This design comes from an exercise in tuning for small area and a short achievable clock period on the open sky130 flow, not from production work.
Only simulation tests tie the RTL to the original design; equivalence was not proved.
Power and IR drop assume default switching activity.

## ex_top
module ex_top (
	input  logic                  clk_i,
	input  logic                  rst_n_i,
	input  logic                  req_valid_i,
	input  logic [31:0]           req_inst_i,
	input  logic [32-1:0]   req_pc_i,
	input  logic [32-1:0]   req_rs1_val_i,
	input  logic [32-1:0]   req_rs2_val_i,
	input  logic [32-1:0]   req_mem_rdata_i,
	output logic                  wb_wen_o,
	output logic [5-1:0] wb_rd_o,
	output logic [32-1:0]   wb_data_o,
	output logic [4-1:0]  store_wstrb_o,
	output logic [32-1:0]   store_addr_o,
	output logic [32-1:0]   store_wdata_o,
	output logic                  redirect_jump_o,
	output logic [32-1:0]   redirect_target_o
);
	logic [31:0] ins;
	logic [2:0]  f3;
	logic wen_ok, store_ok, branch_ok, jump;
	logic is_op, is_opimm, is_load, is_store, is_lui, is_auipc, is_jx;
	logic l_arith, l_op, l_branch, l_store, l_load, l_auipc, l_lui_jx, l_jx;
	logic c_mul, c_sh, c_shl, c_shr, c_one, alu_op;
	logic [4:0] shamt;
	logic [31:0] sh_m;
	logic [3:0] dec_lo;
	logic [7:0] dec_hi;
	logic c_shb;
	logic [32-1:0] mcand;
	logic [32-1:0] zsrc;
	logic zinv, zen, sgn;
	logic sa, sb;
  ...
For scale: ~4,500 cells after synthesis, about 75 flip-flops, ~35,000 sq um of cells after synthesis.
==> module ex_alu, before the edit <==
module ex_alu (
	input  logic [2:0]          f3_i,
	input  logic [32-1:0] a_i,
	input  logic [32-1:0] b_i,
	output logic [32-1:0] res_o,  
	output logic                eq_o
);
	logic [32-1:0] x;
	logic [32-1:0] c;
	assign x = a_i ^ b_i;
	assign c = a_i & b_i;
	assign eq_o = x == '0;
	assign res_o = (x & {32{~(f3_i[1] & f3_i[0])}}) | (c & {32{f3_i[1]}});
endmodule
Settings: LEC_CHECK=0, ABC_AREA=1, ABC_CLOCK_PERIOD_IN_PS=10000, CAP_MARGIN=20, CORE_MARGIN=2, CORE_UTILIZATION=45, SETUP_SLACK_MARGIN=4.5, SLEW_MARGIN=20; clock period 15.0 ns.
standard.sh (not shown) runs the stock make flow with config.mk's settings and CLKGATE_MAP_FILE= SYNTH_SCRIPT=/design/flow/synth_recipe.tcl, a recipe that flattens the netlist after the stock synthesis.
==> flow/flow/run.sh <==
#!/bin/bash
# The standard layout (the standard.sh, standard synthesis unchanged), with
# one change: the buffers that buffer_ports puts on every input and output port
# are buf_1 cells (the resizer upsizes the ones on critical paths) instead of the cell buffer_ports picks by itself.
set -euo pipefail
export BUFFER_PORTS_ARGS="-buffer_cell sky130_fd_sc_hd__buf_1"
bash standard.sh > standard_flow.log 2>&1
The starting point produced a clean layout.
Change:
--- a/flow/design.v
+++ b/flow/design.v
@@ -163,17 +163,21 @@
 	input  logic [32-1:0] a_i,
 	input  logic [32-1:0] b_i,
 	output logic [32-1:0] res_o,  
 	output logic                eq_o
 );
 	logic [32-1:0] x;
-	logic [32-1:0] c;
 	assign x = a_i ^ b_i;
-	assign c = a_i & b_i;
 	assign eq_o = x == '0;
-	assign res_o = (x & {32{~(f3_i[1] & f3_i[0])}}) | (c & {32{f3_i[1]}});
+	always_comb begin
+		case (f3_i[1:0])
+			2'b00:   res_o = x;
+			2'b10:   res_o = a_i | b_i;
+			default: res_o = a_i & b_i;
+		endcase
+	end
 endmodule
 `timescale 1ns/100ps
 module ex_mul (
 	input  logic [31:0] x_i,
 	input  logic        xs_i,   
 	input  logic [32:0] m_i,
Effect: Wire length rises by about 3.3%; worst setup slack gains 0.029 ns; via count went up by 0.64%; sequential power climbs by about 3%; global-route usage is higher by 1.5 points; flip-flop and latch count stays the same; cell area rose by 1.6%; final cell count is higher by 2.8%; clock power falls by about 9%; die area grows by about 1.7%.

--- another note on this design; it stands on its own ---

== run A ==
==> flow/design.v (excerpt) <==
module ex_top (
	input  logic                  clk_i,
	input  logic                  rst_n_i,
	input  logic                  req_valid_i,
	input  logic [31:0]           req_inst_i,
	input  logic [32-1:0]   req_pc_i,
	input  logic [32-1:0]   req_rs1_val_i,
	input  logic [32-1:0]   req_rs2_val_i,
	input  logic [32-1:0]   req_mem_rdata_i,
	output logic                  wb_wen_o,
	output logic [5-1:0] wb_rd_o,
	output logic [32-1:0]   wb_data_o,
	output logic [4-1:0]  store_wstrb_o,
	output logic [32-1:0]   store_addr_o,
	output logic [32-1:0]   store_wdata_o,
	output logic                  redirect_jump_o,
	output logic [32-1:0]   redirect_target_o
);
export LEC_CHECK = 0
export ABC_AREA = 1
export ABC_CLOCK_PERIOD_IN_PS = 10000
export CAP_MARGIN = 20
export CORE_MARGIN = 2
export CORE_UTILIZATION = 50
export SETUP_SLACK_MARGIN = 5
export SLEW_MARGIN = 20
create_clock -name core_clock -period 15.0 [get_ports {clk_i}]
standard.sh (not shown) runs the stock make flow with config.mk's settings and CLKGATE_MAP_FILE= SYNTH_SCRIPT=/design/flow/synth_recipe.tcl, a recipe that flattens the netlist after the stock synthesis.
==> flow/flow/run.sh <==
#!/bin/bash
# The standard layout (the standard.sh, standard synthesis unchanged), with
# one change: the buffers that buffer_ports puts on every input and output port
# are buf_1 cells (the resizer upsizes the ones on critical paths) instead of the cell buffer_ports picks by itself.
set -euo pipefail
export BUFFER_PORTS_ARGS="-buffer_cell sky130_fd_sc_hd__buf_1"
bash standard.sh > standard_flow.log 2>&1
Inputs modified between run A and run B:
Settings: a change of CORE_UTILIZATION from 50 to 55; a change of SETUP_SLACK_MARGIN from 5 to 4.5.
==> run summary <==
Run B closes out successfully: all stages finished, all timing, DRC and antenna checks passed.
Measured against each other, run B and run A differ in maximum operating frequency, the higher figure coming from run A.
Against run A, clock power in run B rose slightly.
In the tables for run B and run A, total routing usage reported by global routing reads higher with run B.
Comparing run B and run A, the lower combinational power was measured on run B.
Diff run A -> run B | tap cell count | decrease of 85
Run B vs run A — count of placed standard cells in the final layout, fillers left out dropped 148.
When run B is measured against run A, its relative contribution of the clock network to total power turns out 0.3 points higher.
Between run B and run A, the fraction of final layout cells with drive strength greater than 1 is lower for run B.
--- input diff run B..run C ---
Settings: changing CORE_UTILIZATION from 55 to 50.
==> comparison <==
- Number of endpoints with negative hold slack in the final report: run B vs run C identical
- Compared with run B, run C shows routed via count divided by cell count lower by 2.8%.
- Looking at peak clock frequency supported by timing, run C sits about 1% above run B.
- Max number of buffers and inverters on the critical path across run C and run B: run C
--- input diff run C..run D ---
Settings: CORE_UTILIZATION changed from 50 to 45.
==> comparison <==
- Run D ran to completion and came out clean on the timing, design-rule and antenna checks.
- From run C to run D the numbers moved as follows: non-clock buffer count grew by 6; total detailed-routing wirelength shrank by about 0.4%; minimum clock period grew by 0.037 ns.
- Compared with run C, pin count of the biggest net entering global routing in run D decreased by more than 10%.

[afterwards: timing with drivers on the ports]
Ports are ideal in the flow. The routed layouts listed here were re-timed in OpenROAD.
Step 1 sets driving cells, clkbuf_16 on the clock port and buf_2 on the other inputs (assumed; they add their load-dependent delay and slew).
Step 2 also shifts input and output timing later by t, the mid clock arrival at the registers, as if the neighbouring blocks saw the same clock.
a / b / c = ideal / step 1 / step 2; a / b = the first two.
| run | t, ns | setup WS [ns] | hold slack, ns | worst setup path after step 2 |
|---|---|---|---|---|
| the first run of note 1 | 0.458 | 4.563 / 4.608 / 4.150 | 2.745 / 2.702 / 3.160 | input to register |
| the second run of note 1 | 0.431 | 4.591 / 4.613 / 4.182 | 2.782 / 2.749 / 3.180 | input to register |
| run A | 0.453 | 5.001 / 5.048 / 4.595 | 2.764 / 2.718 / 3.171 | input to register |
| run B | 0.453 | 4.550 / 4.594 / 4.141 | 2.747 / 2.710 / 3.163 | input to register |
| run C | 0.455 | 4.652 / 4.686 / 4.231 | 2.761 / 2.714 / 3.168 | input to register |
| run D | 0.449 | 4.615 / 4.655 / 4.207 | 2.740 / 2.700 / 3.149 | input to register |
After both steps setup and hold are still met in every run listed. The setup slack of run C, which loses most, moves by +0.034 ns with the drivers and by -0.421 ns with both steps.
